What follows belongs to an exercise in optimizing a design on an open flow for a short achievable clock period and few clock cycles; a production flow would make more cautious choices. Power and IR drop assume default switching activity.

## rev 12
// single_cycle_mips
module single_cycle_mips (
	input  logic                                clk,
	input  logic                                rst_n,
	output mips_pkg::word_t                     ir_addr,
	input  mips_pkg::word_t                     ir,
	input  mips_pkg::word_t                     read_data_mem,
	output logic                                cen,
	output logic                                wen,
	output logic                                oen,
	output logic [mips_pkg::dmem_addr_w-1:0]    a,
	output mips_pkg::word_t                     data_to_mem
);
	mips_pkg::word_t pc;
	mips_pkg::word_t ra_pred;              
	logic            d_v;
	mips_pkg::word_t d_ir;
	mips_pkg::word_t d_pc;
	logic            d_pred;               
	mips_pkg::word_t d_jrpred;             
	mips_pkg::word_t d_pc4;                
	mips_pkg::word_t d_bt;                 
	logic [31:1]     d_rs_oh, d_rt_oh;     
	logic            d_bx_rs, d_bx_rt;     
	logic            d_bw_rs, d_bw_rt;     
	logic            d_dec1;               
	mips_pkg::reg_addr_t d_rd;             
	logic                x_v;
	mips_pkg::reg_addr_t x_rd;             
	logic [5:0]          x_sel;            
	logic                x_sub;
	mips_pkg::word_t     x_a, x_b;         
	mips_pkg::word_t     x_bx;             
	mips_pkg::word_t     w_valn;           
	logic                x_fa, x_fb;       
	logic [4:0]          x_sh;
	logic                x_load, x_isadd;
	logic                x_beq, x_bne, x_pred, x_jr;
	mips_pkg::word_t     x_alt;            
	logic                x_one;            
	mips_pkg::word_t     x_jrpred;
	logic [mips_pkg::dmem_addr_w-1:0] x_addr;
	mips_pkg::word_t     x_wdata;
	logic                x_cen, x_wen, x_oen;
	mips_pkg::reg_addr_t w_rd;
  ...
clock: 8.0 ns
lec_check: 0
cap_margin: 40
core_margin: 2
core_utilization: 52
setup_slack_margin: 5
slew_margin: 40
synth_hierarchical: 1
synth_minimum_keep_size: 0
tns_end_percent: 5
run.sh (not shown) runs the stock make flow with config.mk's settings and CLKGATE_MAP_FILE= SYNTH_SCRIPT=/design/flow/synth_recipe.tcl, a recipe that flattens the netlist after the stock synthesis.
Input changes introduced in rev 13 (baseline for comparison: rev 12):
-- flow/design.v --
<<< rev 12, line 443
	mips_pkg::word_t     x_bx;             
	mips_pkg::word_t     w_valn;           
	logic                x_fa, x_fb;       
	logic [4:0]          x_sh;
	logic                x_load, x_isadd;
>>> rev 13, line 443
	mips_pkg::word_t     x_bx;             
	mips_pkg::word_t     w_valn;           
	logic                x_fa, x_fb, x_fs;  
	logic [4:0]          x_sh;
	logic                x_load, x_isadd;
<<< rev 12, line 621
	assign d_skip  = (d_ir[15:0] == '0);      
	assign d_zc    = (rs == '0) || (rt == '0);
	assign d_early = d_zc && (byp_rs ? x_zknown : zk_rs) && (byp_rt ? x_zknown : zk_rt);
	assign d_zero  = (byp_rs ? x_zero : zf_rs) && (byp_rt ? x_zero : zf_rt);
	assign d_taken = dd_beq ? d_zero : !d_zero;
	assign d_unres = d_br && !d_skip && !d_early;
>>> rev 13, line 621
	assign d_skip  = (d_ir[15:0] == '0);      
	assign d_zc    = (rs == '0) || (rt == '0);
	assign d_early = d_zc && (byp_rs ? x_isadd : zk_rs) && (byp_rt ? x_isadd : zk_rt);
	assign d_zero  = (byp_rs ? x_sumzero : zf_rs) && (byp_rt ? x_sumzero : zf_rt);
	assign d_taken = dd_beq ? d_zero : !d_zero;
	assign d_unres = d_br && !d_skip && !d_early;
<<< rev 12, line 631
	logic [8:0] addr_r0, addr_w;
	logic       unused_c6;
	ks_add #(.W(9)) u_addr_r0  (.a (rf_rs0[8:0]), .b (d_ir[8:0]), .cin (1'b0), .s (addr_r0), .cout (unused_c1));
	ks_add #(.W(9)) u_addr_w   (.a (w_val[8:0]),  .b (d_ir[8:0]), .cin (1'b0), .s (addr_w),  .cout (unused_c6));
	assign addr_rf = d_bw_rs ? addr_w : addr_r0;
	assign cs_s = a_eff[8:0] ^ bx_eff[8:0] ^ d_ir[8:0];
	assign cs_c = {(a_eff[7:0] & bx_eff[7:0]) | (a_eff[7:0] & d_ir[7:0]) | (bx_eff[7:0] & d_ir[7:0]), x_sub};
	ks_add #(.W(9)) u_addr_as  (.a (cs_s), .b (cs_c), .cin (1'b0), .s (addr_as), .cout (unused_c2));
	ks_add #(.W(9)) u_addr_ld  (.a (read_data_mem[8:0]), .b (d_ir[8:0]), .cin (1'b0), .s (addr_ld), .cout (unused_c3));
	assign x_lg = x_sel[1] ? (a_eff[8:0] & b_eff[8:0]) : (a_eff[8:0] | b_eff[8:0]);
	ks_add #(.W(9)) u_addr_lg  (.a (x_lg), .b (d_ir[8:0]), .cin (1'b0), .s (addr_lg), .cout (unused_c5));
	always_comb begin
		if (!byp_rs)        d_addr = addr_rf;
>>> rev 13, line 631
	logic [8:0] addr_r0, addr_w;
	logic       unused_c6;
	ks_add_nodes #(.W(9)) u_addr_r0  (.a (rf_rs0[8:0]), .b (d_ir[8:0]), .cin (1'b0), .s (addr_r0));
	assign unused_c1 = 1'b0;
	ks_add_nodes #(.W(9)) u_addr_w   (.a (w_val[8:0]),  .b (d_ir[8:0]), .cin (1'b0), .s (addr_w));
	assign unused_c6 = 1'b0;
	assign addr_rf = d_bw_rs ? addr_w : addr_r0;
	assign cs_s = a_eff[8:0] ^ bx_eff[8:0] ^ d_ir[8:0];
	assign cs_c = {(a_eff[7:0] & bx_eff[7:0]) | (a_eff[7:0] & d_ir[7:0]) | (bx_eff[7:0] & d_ir[7:0]), x_sub};
	ks_add_nodes #(.W(9)) u_addr_as  (.a (cs_s), .b (cs_c), .cin (1'b0), .s (addr_as));
	assign unused_c2 = 1'b0;
	ks_add_nodes #(.W(9)) u_addr_ld  (.a (read_data_mem[8:0]), .b (d_ir[8:0]), .cin (1'b0), .s (addr_ld));
	assign unused_c3 = 1'b0;
	assign x_lg = x_sel[1] ? (a_eff[8:0] & b_eff[8:0]) : (a_eff[8:0] | b_eff[8:0]);
	ks_add_nodes #(.W(9)) u_addr_lg  (.a (x_lg), .b (d_ir[8:0]), .cin (1'b0), .s (addr_lg));
	assign unused_c5 = 1'b0;
	always_comb begin
		if (!byp_rs)        d_addr = addr_rf;
<<< rev 12, line 668
		if (!rst_n) begin
			x_v <= 1'b0; x_rd <= '0; x_sel <= '0; x_sub <= 1'b0; x_a <= '0; x_b <= '0; x_bx <= '0; x_sh <= '0;
			x_fa <= 1'b0; x_fb <= 1'b0;
			x_load <= 1'b0; x_isadd <= 1'b0;
			x_beq <= 1'b0; x_bne <= 1'b0; x_pred <= 1'b0; x_jr <= 1'b0;
>>> rev 13, line 673
		if (!rst_n) begin
			x_v <= 1'b0; x_rd <= '0; x_sel <= '0; x_sub <= 1'b0; x_a <= '0; x_b <= '0; x_bx <= '0; x_sh <= '0;
			x_fa <= 1'b0; x_fb <= 1'b0; x_fs <= 1'b0;
			x_load <= 1'b0; x_isadd <= 1'b0;
			x_beq <= 1'b0; x_bne <= 1'b0; x_pred <= 1'b0; x_jr <= 1'b0;
<<< rev 12, line 695
			x_jrpred <= d_jrpred;
			x_addr   <= d_addr[8:2];
			x_wdata  <= byp_rt ? wb : rf_rt;    
			x_cen    <= !(dx && (dd_load || dd_store));
			x_wen    <= !(dx && dd_store);
>>> rev 13, line 700
			x_jrpred <= d_jrpred;
			x_addr   <= d_addr[8:2];
			x_wdata  <= rf_rt;
			x_fs     <= byp_rt;
			x_cen    <= !(dx && (dd_load || dd_store));
			x_wen    <= !(dx && dd_store);
<<< rev 12, line 736
	end
	assign a           = x_addr;
	assign data_to_mem = x_wdata;
	assign cen         = !rst_n || x_cen;
	assign wen         = !rst_n || x_wen;
>>> rev 13, line 742
	end
	assign a           = x_addr;
	assign data_to_mem = x_fs ? w_val : x_wdata;
	assign cen         = !rst_n || x_cen;
	assign wen         = !rst_n || x_wen;
## What came out
A launching instance or port of the critical path of d_rt_oh[20] is what rev 12 shows, while w_val[26] belongs to rev 13.
Clock period minus final worst setup slack (lower): rev 13
Routed wire length: lower on rev 12
Relative to rev 12, the non-clock buffer count measured on rev 13 has decreased by a little under 10%.
The synthesized area divided by synthesized cell count was comparable across rev 13 and rev 12.
Worst hold slack is lower on rev 13
Summary of rev 13 over rev 12: number of antenna violations at the first check in global routing picked up an extra 9.4%; power per cell area picked up an extra about 0.5%; filler cell count picked up an extra 402.
Rev 13 and rev 12 ended up with roughly the same design area.
No functional check of the RTL was part of any run of this note.

## re-timing with driven ports
The results above use ideal ports. As a check the final layouts listed here were re-extracted and re-timed, cells and wires unchanged. Step 1 sets driving cells, clkbuf_16 on the clock port and buf_2 on the other inputs (assumed; they add their load-dependent delay and slew). Step 2 times the ports against the registers' clock, not the clock port: input delays grow and output delays shrink by t, the midpoint of the rising clock arrivals with the driver on. a / b / c = ideal / step 1 / step 2; a / b = the first two.
| run | t (ns) | setup WS [ns] | worst setup path at the end | worst register clock-pin slew, ns |
|---|---|---|---|---|
| rev 12 | 0.950 | 3.979 / 3.979 / 3.246 | input to register | 0.07 / 0.07 |
| rev 13 | 0.941 | 4.005 / 3.926 / 3.291 | input to register | 0.07 / 0.07 |
After both steps every run listed still meets setup and hold. The setup slack of rev 12, which loses most, moves by 0.000 ns with the drivers and by -0.733 ns with both steps.
